Background: an optimization exercise with open tools, aiming at small area, a short achievable clock period and few clock cycles per item. Do not read the settings as production practice.
Where RTL was checked, it was by simulation tests only, not by an equivalence proof against the original.
Function not checked in runs 1 and 2: the RTL went through the layout flow alone.
Power is estimated from default activity; no workload was simulated.

### design.v
module burst_mem_ctrl #(
  parameter int unsigned DATA_W    = 8,
  parameter int unsigned ADDR_W    = 8,
  parameter int unsigned BURST_LEN = 4,
  parameter int unsigned MEM_DEPTH = 512
) (
  input  logic              clk,
  input  logic              rst,
  input  logic              req_valid,
  output logic              req_ready,
  input  logic              req_write,
  input  logic [ADDR_W-1:0] req_addr,
  input  logic              wr_valid,
  output logic              wr_ready,
  input  logic [DATA_W-1:0] wr_data,
  output logic              rd_valid,
  input  logic              rd_ready,
  output logic [DATA_W-1:0] rd_data,
  output logic              rd_last,
  output logic              busy
);
  localparam int unsigned BEAT_W = $clog2(BURST_LEN);
  localparam int unsigned MEM_AW = $clog2(MEM_DEPTH);
  localparam int unsigned LINE_W = MEM_AW - BEAT_W;
  localparam int unsigned RQN = 8;               
  localparam int unsigned RQW = $clog2(RQN);
  localparam int unsigned WQN = 2;               
  localparam int unsigned WQW = $clog2(WQN);
  localparam int unsigned WSW = WQW + 1;         
  localparam int unsigned LA_W = 3;
  localparam int unsigned LB_W = LINE_W - LA_W;
  logic [MEM_DEPTH-1:0][DATA_W-1:0] mem;
  logic [RQN-1:0][LINE_W-1:0] rq_line_q;
  logic [RQN-1:0][LINE_W-1:0] rq_line_d;
  logic [RQN-1:0][WSW-1:0]    rq_pend_q;
  logic [RQN-1:0][WSW-1:0]    rq_pend_d;
  logic [RQN-1:0]    rq_v_q, rq_v_d;
  logic [RQW-1:0]    rq_rd_q, rq_rd_d;
  logic [RQW-1:0]    rq_wr_q, rq_wr_d;
  logic [BEAT_W-1:0] rbeat_q, rbeat_d;           
  logic [LINE_W-1:0] cur_line_d;                 
  logic [BURST_LEN-1:0]  rsel_b_q, rsel_b_d;
  logic [(1<<LA_W)-1:0]  rsel_a_q, rsel_a_d;
  logic [(1<<LB_W)-1:0]  rsel_c_q, rsel_c_d;
  logic [WSW-1:0]    cur_pend_q, cur_pend_d;     
  logic [WQN-1:0][LINE_W-1:0] wq_line_q;
  logic [WQN-1:0][LINE_W-1:0] wq_line_d;
  logic [WQN-1:0]    wq_v_q, wq_v_d;
  logic [WQW-1:0]    w_acc_q, w_acc_d;           
  logic [WQW-1:0]    w_done_q, w_done_d;         
  logic [BEAT_W-1:0] wbeat_q, wbeat_d;           
  logic              req_ready_q, req_ready_d;
  logic              wr_ready_q, wr_ready_d;
  logic              rd_valid_q, rd_valid_d;
  logic [DATA_W-1:0] rd_data_q;
  logic              rd_last_q, rd_last_d;
  logic              busy_q, busy_d;
  logic              req_fire, wr_fire, rd_fire, rd_load;
  logic              w_ok, w_head, w_blk, w_last;
  logic [WSW-1:0]    w_open_d;
  logic [LINE_W-1:0] wline, wline_d;
  logic [MEM_AW-1:0] waddr;
  logic [DATA_W-1:0] rdata;
  assign w_head   = wq_v_q[w_done_q];
  assign wline    = wq_line_q[w_done_q];
  assign req_fire = req_valid && req_ready_q;
  assign wr_fire  = wr_valid && wr_ready_q && w_head;
  assign rd_fire  = rd_valid_q && rd_ready;
  assign w_last = wr_fire && (wbeat_q == BEAT_W'(BURST_LEN - 1));
  assign w_ok = (cur_pend_q == '0) || ((cur_pend_q == WSW'(1)) && w_last);
  assign rd_load = rq_v_q[rq_rd_q] && w_ok && (!rd_valid_q || rd_ready);
  assign waddr = {wline, wbeat_q};
  always_comb begin
    rdata = '0;
    for (int w = 0; w < MEM_DEPTH; w++) begin
      if (rsel_b_q[w % BURST_LEN] && rsel_a_q[(w / BURST_LEN) % (1 << LA_W)] &&
          rsel_c_q[w / (BURST_LEN << LA_W)]) begin
        rdata = rdata | mem[w];
      end
    end
  end
  always_comb begin
    rq_line_d = rq_line_q;
    rq_pend_d = rq_pend_q;
    rq_v_d    = rq_v_q;
    rq_rd_d   = rq_rd_q;
    rq_wr_d   = rq_wr_q;
    rbeat_d   = rbeat_q;
    wq_line_d = wq_line_q;
    wq_v_d    = wq_v_q;
    w_acc_d   = w_acc_q;
    w_done_d  = w_done_q;
    wbeat_d   = wbeat_q;
    rd_valid_d = rd_valid_q;
    rd_last_d  = rd_last_q;
    if (wr_fire) begin
      wbeat_d = wbeat_q + BEAT_W'(1);
      if (w_last) begin
        wq_v_d[w_done_q] = 1'b0;
        w_done_d = w_done_q + WQW'(1);
        for (int i = 0; i < RQN; i++) begin
          if (rq_pend_q[i] != '0) rq_pend_d[i] = rq_pend_q[i] - WSW'(1);
        end
      end
    end
    if (rd_load) begin
      rd_valid_d = 1'b1;
      rd_last_d  = (rbeat_q == BEAT_W'(BURST_LEN - 1));
      rbeat_d    = rbeat_q + BEAT_W'(1);
      if (rbeat_q == BEAT_W'(BURST_LEN - 1)) begin
        rq_v_d[rq_rd_q] = 1'b0;
        rq_rd_d = rq_rd_q + RQW'(1);
      end
    end else if (rd_fire) begin
      rd_valid_d = 1'b0;
    end
    w_open_d = '0;
    for (int i = 0; i < WQN; i++) w_open_d = w_open_d + WSW'(wq_v_d[i]);
    if (req_fire) begin
      if (req_write) begin
        wq_line_d[w_acc_q] = LINE_W'(req_addr);
        wq_v_d[w_acc_q]    = 1'b1;
        w_acc_d = w_acc_q + WQW'(1);
      end else begin
        rq_line_d[rq_wr_q] = LINE_W'(req_addr);
        rq_pend_d[rq_wr_q] = w_open_d;
        rq_v_d[rq_wr_q]    = 1'b1;
        rq_wr_d = rq_wr_q + RQW'(1);
      end
    end
    cur_line_d = rq_line_d[rq_rd_d];
    cur_pend_d = rq_pend_d[rq_rd_d];
    rsel_b_d = '0;
    rsel_b_d[rbeat_d] = 1'b1;
    rsel_a_d = '0;
    rsel_a_d[cur_line_d[LA_W-1:0]] = 1'b1;
    rsel_c_d = '0;
    rsel_c_d[cur_line_d[LINE_W-1:LA_W]] = 1'b1;
    wline_d    = wq_line_d[w_done_d];
    w_blk = 1'b0;
    for (int i = 0; i < RQN; i++) begin
      if (rq_v_d[i] && (rq_pend_d[i] == '0) && (rq_line_d[i] == wline_d) &&
          !((RQW'(i) == rq_rd_d) && (rbeat_d > wbeat_d))) begin
        w_blk = 1'b1;
      end
    end
    req_ready_d = !rq_v_d[rq_wr_d] && !wq_v_d[w_acc_d];
    wr_ready_d  = !w_blk;
    busy_d      = (|rq_v_d) || (|wq_v_d) || rd_valid_d;
  end
  always_ff @(posedge clk) begin
    if (rst) begin
      rq_v_q      <= '0;
      rq_rd_q     <= '0;
      rq_wr_q     <= '0;
      rbeat_q     <= '0;
      wq_v_q      <= '0;
      w_acc_q     <= '0;
      w_done_q    <= '0;
      wbeat_q     <= '0;
      req_ready_q <= 1'b1;
      wr_ready_q  <= 1'b1;
      rd_valid_q  <= 1'b0;
      rd_last_q   <= 1'b0;
      busy_q      <= 1'b0;
    end else begin
      rq_v_q      <= rq_v_d;
      rq_rd_q     <= rq_rd_d;
      rq_wr_q     <= rq_wr_d;
      rbeat_q     <= rbeat_d;
      wq_v_q      <= wq_v_d;
      w_acc_q     <= w_acc_d;
      w_done_q    <= w_done_d;
      wbeat_q     <= wbeat_d;
      req_ready_q <= req_ready_d;
      wr_ready_q  <= wr_ready_d;
      rd_valid_q  <= rd_valid_d;
      rd_last_q   <= rd_last_d;
      busy_q      <= busy_d;
    end
  end
  always_ff @(posedge clk) begin
    rq_line_q  <= rq_line_d;
    rq_pend_q  <= rq_pend_d;
    wq_line_q  <= wq_line_d;
    rsel_b_q   <= rsel_b_d;
    rsel_a_q   <= rsel_a_d;
    rsel_c_q   <= rsel_c_d;
    cur_pend_q <= cur_pend_d;
    if (rd_load) begin
      rd_data_q <= rdata;
    end
  end
  always_ff @(posedge clk) begin
    for (int w = 0; w < MEM_DEPTH; w++) begin
      if (!rst && wr_fire && (waddr == MEM_AW'(w))) begin
        mem[w] <= wr_data;
      end
    end
  end
  assign req_ready = req_ready_q;
  assign wr_ready  = wr_ready_q;
  assign rd_valid  = rd_valid_q;
  assign rd_data   = rd_data_q;
  assign rd_last   = rd_last_q;
  assign busy      = busy_q;
endmodule
### run.sh
#!/bin/bash
# synth_recipe.tcl (not shown) runs the flow's synth.tcl, then flattens the netlist and writes it again
# the make line also repeats each setting of config.mk as NAME=value (left out here)
make -C /OpenROAD-flow-scripts/flow DESIGN_CONFIG=/design/flow/config.mk WORK_HOME=/design/flow/orfs CLKGATE_MAP_FILE= SYNTH_SCRIPT=/design/flow/synth_recipe.tcl finish
### config.mk
export PLATFORM = sky130hd
export DESIGN_NAME = burst_mem_ctrl
export DESIGN_NICKNAME = burst_mem_ctrl
export VERILOG_FILES = /design/flow/design.v
export SDC_FILE = /design/flow/constraint.sdc
export NUM_CORES = 4
export LEC_CHECK = 0
export CAP_MARGIN = 20
export CORE_MARGIN = 2
export CORE_UTILIZATION = 50
export SLEW_MARGIN = 20
### constraint.sdc
create_clock -name core_clock -period 5.6 [get_ports {clk}]
set_input_delay 1.1200 -clock core_clock [delete_from_list [all_inputs] [get_ports {clk}]]
set_output_delay 1.1200 -clock core_clock [all_outputs]
set_load 0.01 [all_outputs]
==> results of run 1 <==
## how the worst min path moves through the flow
stage | from | cells after the start | slack [ns] | to
CTS | wq_line_q[13] | 2 | 0.47 | wq_line_q[13]
detailed placement | wq_line_q[13] | 2 | 0.46 | wq_line_q[13]
global placement | wq_line_q[13] | 2 | 0.49 | wq_line_q[13]
floorplan | wq_line_q[13] | 2 | 0.43 | wq_line_q[13]
## stage by stage
step / util [%] / hold WS, ns / instances / instance area [sq um]
after floorplan: - / 0.431 / 9680 / 161000
after global placement: 55.7 / 0.488 / 14900 / 179000
after detailed placement: 55.8 / 0.459 / 14900 / 179000
after CTS: 60.1 / 0.469 / 15700 / 193000
## power groups by stage
| stage | registers (uW) | clock network (uW) | logic (uW) |
|---|---|---|---|
| CTS | 36500 | 29000 | 11200 |
| floorplan | 35900 | 0 | 3630 |
| detailed placement | 37100 | 0 | 11100 |
| global placement | 37100 | 0 | 11200 |
## logic make-up after synthesis
family,share of synthesized area (%)
AND/OR/NAND/NOR,6.33
buffers and inverters,1.98
adder cells (fa/ha/maj),0.187
XOR/XNOR,0.360
flip-flops,78.5
multiplexers,0.186
AO/OA/AOI/OAI,12.5
## per-layer routing
| metal | global-route usage [%] | GRT overflow |
|---|---|---|
| met1 | 90.8 | 962 |
| met2 | 97.5 | 2942 |
| met3 | 87.1 | 908 |
| met4 | 87.1 | 1514 |
| met5 | 74.4 | 85 |
==> results.ini, run 1 <==
[run_status]
status = did not finish
haltStage = global routing
first-error = [ERROR GRT-0116] Global routing finished with congestion. Check the congestion regions in the DRC Viewer.

[clock_tree]
clockRootBuffer = clkbuf_16
htreeDepth = 5
cts_resized = 0
postCtsSetupRepairBufs = 0
hold_buffers = 0
cts_sinks = 4247
clock_path_buffers = 4
numCtsBuffers = 431

[logic_synthesis]
synth_seq_area_share_pct = 78.5
synthesis.nets = 9726
synth_area_sq_um = 161000
netlist.top_cell.by_area = edfxtp_1
ys.flop_type = edfxtp_1
ys_ff_latch = 4247
synth-async-reset-ratio_pct = 0
synthTopCellsByCount = edfxtp_1 (4104), a22oi_1 (694), clkbuf_1 (659), nor2_1 (637), a22o_1 (550)
ys_top_cells_by_area = edfxtp_1 (77%), a22oi_1 (3.2%), a22o_1 (3.0%)
netlist-cell-type-count = 84
yosysWarnings = 1
syn_area_per_cell_sq_um = 16.6
netlist.area_leader.share_pct = 76.7
synth_most_common_cell = edfxtp_1
synth_enable_flop_cells = 4104
syn_inst = 9680

[die]
die_height_microns = 571
die_w_microns = 571
io_pins = 35
num_rows = 208
initial_utilization_pct = 50.2

[placement]
dp_hpwl_mm = 942
gp_routability_congestion = 1.47
portBuffers = 33
dp_worst_setup_slack_ns = 0.269

[global_routing]
grt_pass1_wl_mm = 1930
grtUsageTotal_pct = 91.0
gr-total-overflow = 6411
grt_pass1_vias = 157000
grt_max_degree = 174

==> inputs of run 2 (changes only) <==
--- a/config.mk
+++ b/config.mk
@@ -8,4 +8,5 @@
 export CAP_MARGIN = 20
 export CORE_MARGIN = 2
-export CORE_UTILIZATION = 50
+export CORE_UTILIZATION = 40
+export SETUP_SLACK_MARGIN = 2.0
 export SLEW_MARGIN = 20
==> results.ini, run 2 <==
[run_status]
status = did not finish  ; unchanged
haltStage = global routing  ; unchanged
first-error = [ERROR GRT-0116] Global routing finished with congestion. Check the congestion regions in the DRC Viewer.  ; unchanged

[global_routing]
grt_max_degree = 143
grt_pass1_vias = 155000
grtUsageTotal_pct = 79.3
grt_pass1_wl_mm = 2070
gr-total-overflow = 1334

[logic_synthesis]
synth_enable_flop_cells = 4104  ; unchanged
synthTopCellsByCount = edfxtp_1 (4104), a22oi_1 (694), clkbuf_1 (659), nor2_1 (637), a22o_1 (550)  ; unchanged
yosysWarnings = 1  ; unchanged
syn_area_per_cell_sq_um = 16.6  ; unchanged
syn_inst = 9680  ; unchanged
ys_ff_latch = 4247  ; unchanged
ys_top_cells_by_area = edfxtp_1 (77%), a22oi_1 (3.2%), a22o_1 (3.0%)  ; unchanged
netlist.area_leader.share_pct = 76.7  ; unchanged
netlist-cell-type-count = 84  ; unchanged
synth_seq_area_share_pct = 78.5  ; unchanged
synth-async-reset-ratio_pct = 0  ; unchanged
synthesis.nets = 9726  ; unchanged
synth_area_sq_um = 161000  ; unchanged
synth_most_common_cell = edfxtp_1  ; unchanged
ys.flop_type = edfxtp_1  ; unchanged
netlist.top_cell.by_area = edfxtp_1  ; unchanged

[die]
die_w_microns = 638  ; was 571 microns
io_pins = 35  ; unchanged
num_rows = 232  ; was 208
die_height_microns = 638  ; was 571 microns
initial_utilization_pct = 40.2  ; was 50.2%

[clock_tree]
cts_sinks = 4247  ; unchanged
htreeDepth = 5  ; unchanged
clock_path_buffers = 4  ; unchanged
clockRootBuffer = clkbuf_16  ; unchanged
numCtsBuffers = 450  ; was 431

[placement]
portBuffers = 33  ; unchanged
dp_hpwl_mm = 996  ; was 942 mm
gp_routability_congestion = 1.38  ; was 1.47
placed_cells = 16100  ; was 14900
dp_worst_setup_slack_ns = -0.504  ; was 0.269 ns

run 2: power by group through the flow:
stage | registers, uW | clock network, uW | logic [uW]
3_5_place_dp | 37200 | 0 | 11800
2_1_floorplan | 35900 | 0 | 3650
4_1_cts | 35900 | 30100 | 14600
3_3_place_gp | 37200 | 0 | 11800
run 2: cells by family after synthesis:
| family | count (synthesis) | synth area share [%] |
|---|---|---|
| xor gates and xnor gates | 66 | 0.360 |
| adders and majority gates | 24 | 0.187 |
| and+or+nand+nor | 2067 | 6.33 |
| buffers and inverters | 832 | 1.98 |
| DFF | 4247 | 78.5 |
| AOI/OAI and AO/OA | 2419 | 12.5 |
| muxes | 25 | 0.186 |
run 2: layer usage:
metal / global-route usage (%) / GRT overflow
met5: 62.7 / 15
met4: 73.0 / 432
met3: 74.3 / 158
met2: 86.0 / 585
met1: 80.6 / 144
run 2: worst max path at each step:
stage / slack [ns] / cells after the start / endpoint / from
2_1_floorplan: 1.99 / 14 / rsel_c_q[10] / wr_valid
3_5_place_dp: -0.50 / 16 / rd_data_q[2] / rsel_a_q[1]
4_1_cts: 1.09 / 16 / rd_data_q[2] / rsel_b_q[3]
3_3_place_gp: -0.49 / 16 / rd_data_q[2] / rsel_a_q[1]
run 2: what timing repair did:
action | 4_1_cts
setup endpoints to repair | 2776
gates cloned | 19
pin swaps | 114
hold buffers | 0
gates resized for setup | 597
setup buffers | 251
run 2: metrics by stage:
stage               hold WS (ns)  cell area, sq um
floorplan                  0.431            161000
global placement           0.480            181000
detailed placement         0.462            181000
CTS                        0.469            202000
==> inputs of run 3 (changes only) <==
--- a/design.v
+++ b/design.v
@@ -28,7 +28,5 @@
   localparam int unsigned WQW = $clog2(WQN);
   localparam int unsigned WSW = WQW + 1;         
-  localparam int unsigned LA_W = 3;
-  localparam int unsigned LB_W = LINE_W - LA_W;
-  logic [MEM_DEPTH-1:0][DATA_W-1:0] mem;
+  logic [DATA_W-1:0] mem [MEM_DEPTH];
   logic [RQN-1:0][LINE_W-1:0] rq_line_q;
   logic [RQN-1:0][LINE_W-1:0] rq_line_d;
@@ -39,8 +37,5 @@
   logic [RQW-1:0]    rq_wr_q, rq_wr_d;
   logic [BEAT_W-1:0] rbeat_q, rbeat_d;           
-  logic [LINE_W-1:0] cur_line_d;                 
-  logic [BURST_LEN-1:0]  rsel_b_q, rsel_b_d;
-  logic [(1<<LA_W)-1:0]  rsel_a_q, rsel_a_d;
-  logic [(1<<LB_W)-1:0]  rsel_c_q, rsel_c_d;
+  logic [LINE_W-1:0] cur_line_q, cur_line_d;     
   logic [WSW-1:0]    cur_pend_q, cur_pend_d;     
   logic [WQN-1:0][LINE_W-1:0] wq_line_q;
@@ -60,5 +55,5 @@
   logic [WSW-1:0]    w_open_d;
   logic [LINE_W-1:0] wline, wline_d;
-  logic [MEM_AW-1:0] waddr;
+  logic [MEM_AW-1:0] raddr, waddr;
   logic [DATA_W-1:0] rdata;
   assign w_head   = wq_v_q[w_done_q];
@@ -70,14 +65,7 @@
   assign w_ok = (cur_pend_q == '0) || ((cur_pend_q == WSW'(1)) && w_last);
   assign rd_load = rq_v_q[rq_rd_q] && w_ok && (!rd_valid_q || rd_ready);
+  assign raddr = {cur_line_q, rbeat_q};
   assign waddr = {wline, wbeat_q};
-  always_comb begin
-    rdata = '0;
-    for (int w = 0; w < MEM_DEPTH; w++) begin
-      if (rsel_b_q[w % BURST_LEN] && rsel_a_q[(w / BURST_LEN) % (1 << LA_W)] &&
-          rsel_c_q[w / (BURST_LEN << LA_W)]) begin
-        rdata = rdata | mem[w];
-      end
-    end
-  end
+  assign rdata = mem[raddr];
   always_comb begin
     rq_line_d = rq_line_q;
@@ -131,10 +119,4 @@
     cur_line_d = rq_line_d[rq_rd_d];
     cur_pend_d = rq_pend_d[rq_rd_d];
-    rsel_b_d = '0;
-    rsel_b_d[rbeat_d] = 1'b1;
-    rsel_a_d = '0;
-    rsel_a_d[cur_line_d[LA_W-1:0]] = 1'b1;
-    rsel_c_d = '0;
-    rsel_c_d[cur_line_d[LINE_W-1:LA_W]] = 1'b1;
     wline_d    = wq_line_d[w_done_d];
     w_blk = 1'b0;
@@ -184,7 +166,5 @@
     rq_pend_q  <= rq_pend_d;
     wq_line_q  <= wq_line_d;
-    rsel_b_q   <= rsel_b_d;
-    rsel_a_q   <= rsel_a_d;
-    rsel_c_q   <= rsel_c_d;
+    cur_line_q <= cur_line_d;
     cur_pend_q <= cur_pend_d;
     if (rd_load) begin
@@ -193,8 +173,6 @@
   end
   always_ff @(posedge clk) begin
-    for (int w = 0; w < MEM_DEPTH; w++) begin
-      if (!rst && wr_fire && (waddr == MEM_AW'(w))) begin
-        mem[w] <= wr_data;
-      end
+    if (!rst && wr_fire) begin
+      mem[waddr] <= wr_data;
     end
   end
--- a/config.mk
+++ b/config.mk
@@ -8,5 +8,6 @@
 export CAP_MARGIN = 20
 export CORE_MARGIN = 2
-export CORE_UTILIZATION = 40
-export SETUP_SLACK_MARGIN = 2.0
+export CORE_UTILIZATION = 50
+export CTS_BUF_LIST = sky130_fd_sc_hd__clkbuf_8
+export SETUP_SLACK_MARGIN = 3.0
 export SLEW_MARGIN = 20
==> results.ini, run 3 <==
[run_status]
status = no timing/DRC/antenna violations  ; was did not finish

[power_and_ir_drop]
internal_power_uw = 52200
clkPwrFrac_pct = 33.7
comb_power_share_pct = 17.2
vdd_drop_max_mv = 0.270
power.density_nw_per_um2 = 365
power.share.sequential_pct = 49.1
design_power_total_uw = 71800
p_sw_uw = 19600
switching_share_pct = 27.3
leakage_uw = 0.0599

[worst_setup_path]
reg2regPathDepth = 11
crit_start = rbeat_q[0]
critPathMaxFanout = 7
worstSetupPathType = flop to flop
endpoint = rd_data_q[3]
r2r_slack_ns = 1.74
cp-end-kind = flop
required_ns = 6.47
reg2reg_to = rd_data_q[3]
start_kind = flop
timing.rr.start = rbeat_q[0]
cp.arrival_ns = 4.73

[timing]
maxSlewViolCount = 0
tns_ns = 0
layout_min_cycle_time_ns = 3.86
max_freq_mhz = 259
hold_ws_ns = 0.367
fin_crit_sh_pct = 68.9
fin_worst_skew_ns = 0.0442
hold_viol = 0
rsz0062_at_grt = yes
max-slew-margin-rel_pct = 5.74
worstMarginPinSlew_ns = 1.41
setup_violations = 0

[die]
core-area_sq_um = 327000
num_rows = 210  ; was 232
io_pins = 35  ; unchanged
initial_utilization_pct = 50.2  ; was 40.2%
die_area_sq_um = 333000
die_w_microns = 577  ; was 638 microns
die_height_microns = 577  ; was 638 microns

[cells_and_area]
final_cell_mix = edfxtp_1 (4104), mux4_2 (1329), clkbuf_8 (708)
largest_reg_flops = 4096
final_common_cell = edfxtp_1
area_growth_pct = 19.5
layout.nets = 8256
regMostFlops = mem
reg.largest.list = mem: 4096 flops, rq_line_q: 56 flops, rq_pend_q: 16 flops
layout-drive-gt1-share_pct = 41.0

[global_routing]
gr-total-overflow = 0
grt_pass1_vias = 82000
grt_pass1_wl_mm = 603
grt_max_degree = 180
grtUsageTotal_pct = 25.4
grt_antenna_before_repair = 7

[flow_run]
drv_cap = 0

[logic_synthesis]
synthesis.nets = 7308  ; was 9726
syn_area_per_cell_sq_um = 22.6  ; was 16.6 sq um
syn_inst = 7264  ; was 9680
synth_enable_flop_cells = 4104  ; unchanged
synth-async-reset-ratio_pct = 0  ; unchanged
synth_most_common_cell = edfxtp_1  ; unchanged
ys_top_cells_by_area = edfxtp_1 (75%), mux4_2 (18%), dfxtp_1 (1.5%)  ; was edfxtp_1 (77%), a22oi_1 (3.2%), a22o_1 (3.0%)
synthTopCellsByCount = edfxtp_1 (4104), mux4_2 (1329), nor2_1 (586), clkbuf_1 (232), nand2_1 (125)  ; was edfxtp_1 (4104), a22oi_1 (694), clkbuf_1 (659), nor2_1 (637), a22o_1 (550)
ys.flop_type = edfxtp_1  ; unchanged
synth_area_sq_um = 164000  ; was 161000 sq um
netlist.top_cell.by_area = edfxtp_1  ; unchanged
yosysWarnings = 1  ; unchanged
netlist.area_leader.share_pct = 75.0  ; was 76.7%
netlist-cell-type-count = 63  ; was 84
synth_seq_area_share_pct = 76.5  ; was 78.5%
ys_ff_latch = 4226  ; was 4247

[route]
drt_pass1_iterations = 6
ant_nets = 0
wl_mm = 427
first_iter_violations = 8821
wire_per_inst_microns = 32.6
dr_total_vias = 79900
post_drt_via_cell_ratio = 6.10
drc_errors = 0

[clock_tree]
htreeDepth = 6  ; was 5
hold_buffers = 0  ; unchanged
clockRootBuffer = clkbuf_8  ; was clkbuf_16
clock_path_buffers = 4  ; unchanged
clk_pin_slew_ns = 0.06
numCtsBuffers = 685  ; was 450
clk_latency_ns = 1.21
cts_tree = built
cts_sinks = 4226  ; was 4247

[placement]
dp_hpwl_mm = 241  ; was 996 mm
gp_routability_congestion = 0.879  ; was 1.38
portBuffers = 33  ; unchanged

[worst_hold_path]
hold_class = primary input to flop

run 3: timing repair:
item / 4_1_cts / 5_1_grt
hold endpoints to repair: 0 / 0
resized for setup: 457 / 179
pin swaps: 127 / 209
setup endpoints to repair: 4206 / 2612
buffers inserted: 231 / 165
cloned: 34 / 14
run 3: per-stage QoR:
step / setup slack, ns / instances / instance area (sq um) / util [%]
after floorplan: 2.24 / 7264 / 169000 / -
after global placement: 0.844 / 11400 / 175000 / 53.5
after detailed placement: 0.829 / 11400 / 175000 / 53.5
after CTS: 1.77 / 12900 / 193000 / 58.9
after global routing: 1.77 / 13100 / 196000 / 60.1
final: 1.74 / 13100 / 196000 / 60.1
run 3: logic make-up (layout without fill, tap and decap cells):
group | after synthesis | count (layout) | share of synthesized area (%)
buffers and inverters | 473 | 1950 | 1.19
other | 0 | 7 | 0
AO/OA/AOI/OAI | 273 | 274 | 1.22
multiplexers | 1387 | 1387 | 18.6
XOR/XNOR | 66 | 66 | 0.352
AND/OR/NAND/NOR | 817 | 821 | 2.03
flip-flops | 4226 | 4226 | 76.5
adder cells (fa/ha/maj) | 22 | 22 | 0.167
run 3: final cells by class:
| type | count | area, sq um |
|---|---|---|
| fill | 22900 | 131000 |
| sequential | 4226 | 126000 |
| multi-input combinational | 2570 | 42600 |
| timing repair buffer | 690 | 10400 |
| clock buffer | 708 | 9740 |
| tap | 4346 | 5440 |
| clock inverter | 513 | 2440 |
| inverter | 39 | 165 |
| antenna | 7 | 17.5 |
run 3: worst min path at each step:
stage                  startpoint            end  slack, ns  cells after the start
finish                 wr_data[4]    mem[159][4]       0.37                      1
global placement        rd_last_q      rd_last_q       0.47                      2
CTS                    wr_data[4]    mem[197][4]       0.24                      1
floorplan           rq_line_q[32]  rq_line_q[32]       0.46                      2
detailed placement   rq_line_q[5]   rq_line_q[5]       0.50                      2
global route           wr_data[4]    mem[159][4]       0.31                      1
run 3: power groups by stage:
stage               Sequential [uW]  Clock, uW  Combinational (uW)
finish                        35300      24200               12300
global placement              35900          0               10900
detailed placement            35900          0               10900
floorplan                     35600          0                6600
global route                  35300      26100               12800
CTS                           35200      24700               12100
run 3: per-layer routing:
metal | track usage [%] | wire length (microns)
met4 | 7.86 | 12900
met5 | 0 | 0
met1 | 35.8 | 173000
met2 | 41.5 | 214000
met3 | 3.69 | 27100
run 3: worst max-delay path, stage by stage, from the launching register on:
cell and delay (ns):
dfxtp_4 0.35, buf_12 0.17, buf_16 0.22, buf_16 0.17, buf_12 0.11, buf_12 0.11, mux4_2 0.51, mux4_2 0.52
mux4_2 0.60, nand2b_4 0.20, a31oi_4 0.38, o21ai_4 0.12
Testbench counts of run 3, summed over its fixed seeds: cycles 7,712, bursts 3,200.
==> inputs of run 4 (changes only) <==
--- a/config.mk
+++ b/config.mk
@@ -9,5 +9,3 @@
 export CORE_MARGIN = 2
 export CORE_UTILIZATION = 50
-export CTS_BUF_LIST = sky130_fd_sc_hd__clkbuf_8
-export SETUP_SLACK_MARGIN = 3.0
 export SLEW_MARGIN = 20
==> results.ini, run 4 <==
[die]
num_rows = 210  ; unchanged
initial_utilization_pct = 50.2  ; unchanged
die_area_sq_um = 333000  ; unchanged
die_w_microns = 577  ; unchanged
core-area_sq_um = 327000  ; unchanged
io_pins = 35  ; unchanged
die_height_microns = 577  ; unchanged

[route]
drt_pass1_iterations = 5  ; was 6
dr_total_vias = 75400  ; was 79900
wl_mm = 391  ; was 427 mm
drc_errors = 0  ; unchanged
first_iter_violations = 8890  ; was 8821
ant_nets = 0  ; unchanged
post_drt_via_cell_ratio = 6.18  ; was 6.10
wire_per_inst_microns = 32.0  ; was 32.6 microns

[timing]
tns_ns = 0  ; unchanged
rsz0062_at_grt = no  ; was yes
worstMarginPinSlew_ns = 1.24  ; was 1.41 ns
maxSlewViolCount = 0  ; unchanged
layout_min_cycle_time_ns = 4.37  ; was 3.86 ns
fin_worst_skew_ns = 0.0429  ; was 0.0442 ns
max_freq_mhz = 229  ; was 259 MHz
setup_violations = 0  ; unchanged
hold_ws_ns = 0.492  ; was 0.367 ns
hold_viol = 0  ; unchanged
fin_crit_sh_pct = 78.0  ; was 68.9%
max-slew-margin-rel_pct = 17.5  ; was 5.74%

[cells_and_area]
largest_reg_flops = 4096  ; unchanged
layout-drive-gt1-share_pct = 27.9  ; was 41.0%
reg.largest.list = mem: 4096 flops, rq_line_q: 56 flops, rq_pend_q: 16 flops  ; unchanged
final_common_cell = edfxtp_1  ; unchanged
fillers = 23700  ; was 22900
layout.nets = 7532  ; was 8256
final_cell_mix = edfxtp_1 (4104), mux4_2 (1329), nor2_1 (585)  ; was edfxtp_1 (4104), mux4_2 (1329), clkbuf_8 (708)
design_area_sq_um = 185000  ; was 196000 sq um
final_core_util_pct = 56.5  ; was 60.1%
regMostFlops = mem  ; unchanged
area_growth_pct = 12.4  ; was 19.5%

[clock_tree]
hold_buffers = 0  ; unchanged
postCtsSetupRepairBufs = 0  ; was 231
htreeDepth = 5  ; was 6
clock_path_buffers = 4  ; unchanged
clk_latency_ns = 0.96  ; was 1.21 ns
clockRootBuffer = clkbuf_16  ; was clkbuf_8
cts_tree = built  ; unchanged
cts_sinks = 4226  ; unchanged
cts_resized = 0  ; was 457
clk_pin_slew_ns = 0.06  ; about the same
numCtsBuffers = 430  ; was 685

[global_routing]
grtUsageMet1_pct = 33.6  ; was 35.8%
busiest_layer = met2  ; unchanged
gr-total-overflow = 0  ; unchanged
grtUsageMet3_pct = 3.47  ; was 3.69%
grtUsageMet2_pct = 38.5  ; was 41.5%
grt_pass1_vias = 77600  ; was 82000
grt_pass1_wl_mm = 565  ; was 603 mm
grtUsageTotal_pct = 23.6  ; was 25.4%
grt_max_degree = 186  ; was 180
grt_antenna_before_repair = 16  ; was 7

[power_and_ir_drop]
vdd_drop_max_mv = 0.331  ; was 0.270 mV
power.density_nw_per_um2 = 399  ; was 365 nW/um^2
design_power_total_uw = 73800  ; was 71800 uW
leakage_uw = 0.0555  ; was 0.0599 uW

[logic_synthesis]
synth_enable_flop_cells = 4104  ; unchanged
synth-async-reset-ratio_pct = 0  ; unchanged
synthTopCellsByCount = edfxtp_1 (4104), mux4_2 (1329), nor2_1 (586), clkbuf_1 (232), nand2_1 (125)  ; unchanged
synthesis.nets = 7308  ; unchanged
ys_top_cells_by_area = edfxtp_1 (75%), mux4_2 (18%), dfxtp_1 (1.5%)  ; unchanged
synth_seq_area_share_pct = 76.5  ; unchanged
ys.flop_type = edfxtp_1  ; unchanged
ys_ff_latch = 4226  ; unchanged
syn_inst = 7264  ; unchanged
synth_most_common_cell = edfxtp_1  ; unchanged
netlist.top_cell.by_area = edfxtp_1  ; unchanged
syn_area_per_cell_sq_um = 22.6  ; unchanged
netlist.area_leader.share_pct = 75.0  ; unchanged
netlist-cell-type-count = 63  ; unchanged
synth_area_sq_um = 164000  ; unchanged
yosysWarnings = 1  ; unchanged

[worst_hold_path]
hold_path_end = rq_line_q[32]  ; was mem[159][4]
min_from = rq_line_q[32]  ; was wr_data[4]
hold_class = flop to flop  ; was primary input to flop
hold_depth = 2  ; was 1

[worst_setup_path]
required_ns = 6.15  ; was 6.47 ns
worstSetupPathType = flop to flop  ; unchanged
crit_chain = o21ai_0 -> nor2_1 -> nand2_1 -> nor2_1  ; was buf_12 -> buf_16 -> buf_16 -> buf_12 -> buf_12 -> mux4_2 -> mux4_2 -> mux4_2 -> nand2b_4 -> a31oi_4 -> o21ai_4
reg2reg_to = mem[10][6]  ; was rd_data_q[3]
r2r_slack_ns = 1.23  ; was 1.74 ns
cp-end-kind = flop  ; unchanged
cp_slowest_stage_delay_ns = 1.01  ; was 0.60 ns
crit_top_cell = nor2_1
cp.arrival_ns = 4.91  ; was 4.73 ns
critPathMaxFanout = 21  ; was 7
reg2regPathDepth = 4  ; was 11
slowest_stage = nor2_1  ; was mux4_2
start_kind = flop  ; unchanged
timing.rr.start = w_done_q  ; was rbeat_q[0]

[placement]
dp_hpwl_mm = 235  ; was 241 mm
place_area_sq_um = 171000  ; was 175000 sq um
gp_routability_congestion = 0.877  ; was 0.879
portBuffers = 33  ; unchanged

[flow_run]
drv_cap = 0  ; unchanged

[run_status]
status = no timing/DRC/antenna violations  ; unchanged

## run 4: cell counts after synthesis
No cell type changed its count.
## run 4: worst max-delay path, delay by kind of cell, from the launching register on
family	cells	cell delay, ns
flops	1	0.85
compound gates	1	0.36
simple gates	3	2.74
## run 4: worst max path at each step
stage | to | slack [ns] | depth (start not counted) | start
floorplan | wr_ready_q | 1.86 | 12 | wr_valid
global placement | wr_ready_q | 0.75 | 14 | wr_valid
detailed placement | wr_ready_q | 0.80 | 14 | wr_valid
CTS | mem[9][1] | 1.25 | 4 | w_done_q
global route | wr_ready_q | 1.04 | 12 | rq_wr_q[0]
finish | mem[10][6] | 1.23 | 4 | w_done_q
## run 4: report_power, final
part / internal (uW) / total, uW / leakage (uW) / switching (uW)
registers: 34900 / 35200 / 0.0379 / 354
clock network: 16100 / 28100 / 0.00672 / 12000
logic: 4380 / 10400 / 0.0109 / 6030
total: 55400 / 73800 / 0.0555 / 18400
## run 4: cell type report
class                           count  area, sq um  share of cell area (%)
Antenna cell                        3         7.51                 0.00406
Inverter                           39          151                  0.0819
Clock inverter                    269         2550                    1.38
Multi-Input combinational cell   2565        36900                    20.0
Tap cell                         4346         5440                    2.94
Sequential cell                  4226       126000                    68.0
Clock buffer                      525        11300                    6.09
Timing Repair Buffer              226         2770                    1.50
## run 4: cells by family after synthesis
family,Yosys count,synth area share [%]
AOI/OAI and AO/OA,273,1.22
xor gates and xnor gates,66,0.352
adders and majority gates,22,0.167
buffers and inverters,473,1.19
DFF,4226,76.5
muxes,1387,18.6
and+or+nand+nor,817,2.03
## run 4: metrics by stage
stage	worst slack (ns)	std cells
2_1_floorplan	1.86	7264
3_3_place_gp	0.751	11400
3_5_place_dp	0.803	11400
4_1_cts	1.25	12200
5_1_grt	1.04	12200
6_report	1.23	12200
## run 4: metal layers
layer | part of all wire, % | up-vias
met3 | 6.2 | 507
met5 | 0.0033 | -
met2 | 50 | 2527
met1 | 41 | 41200
met4 | 2.9 | 2
li1 | - | 31200

==> separate check: timing with driven ports <==
How much do the figures lean on ideal ports? The routed layouts below were timed once more, with nothing changed but the port constraints.
Step 1, drivers: a clkbuf_16 drives clk and a buf_2 each remaining input, both assumed.
Step 2 moves the port delays by t, midway between the first and last clock arrival at a register: inputs arrive t later, outputs are due t later. That takes back most of the time a late clock gives input paths.
Slacks: ideal / step 1 / step 2; pairs: ideal / step 1.
run	t, ns	setup WS [ns]	hold WS [ns]	worst setup path after step 2	worst slew at a driven data input, ns
run 3	1.284	1.741 / 1.741 / 1.299	0.367 / 0.305 / 0.515	input to register	0.06
run 4	1.038	1.235 / 1.235 / 0.692	0.492 / 0.492 / 0.492	input to register	0.08
After both steps every run listed still meets setup and hold. For run 4, which loses most, drivers alone change the setup slack by 0.000 ns; drivers and shift together by -0.543 ns.
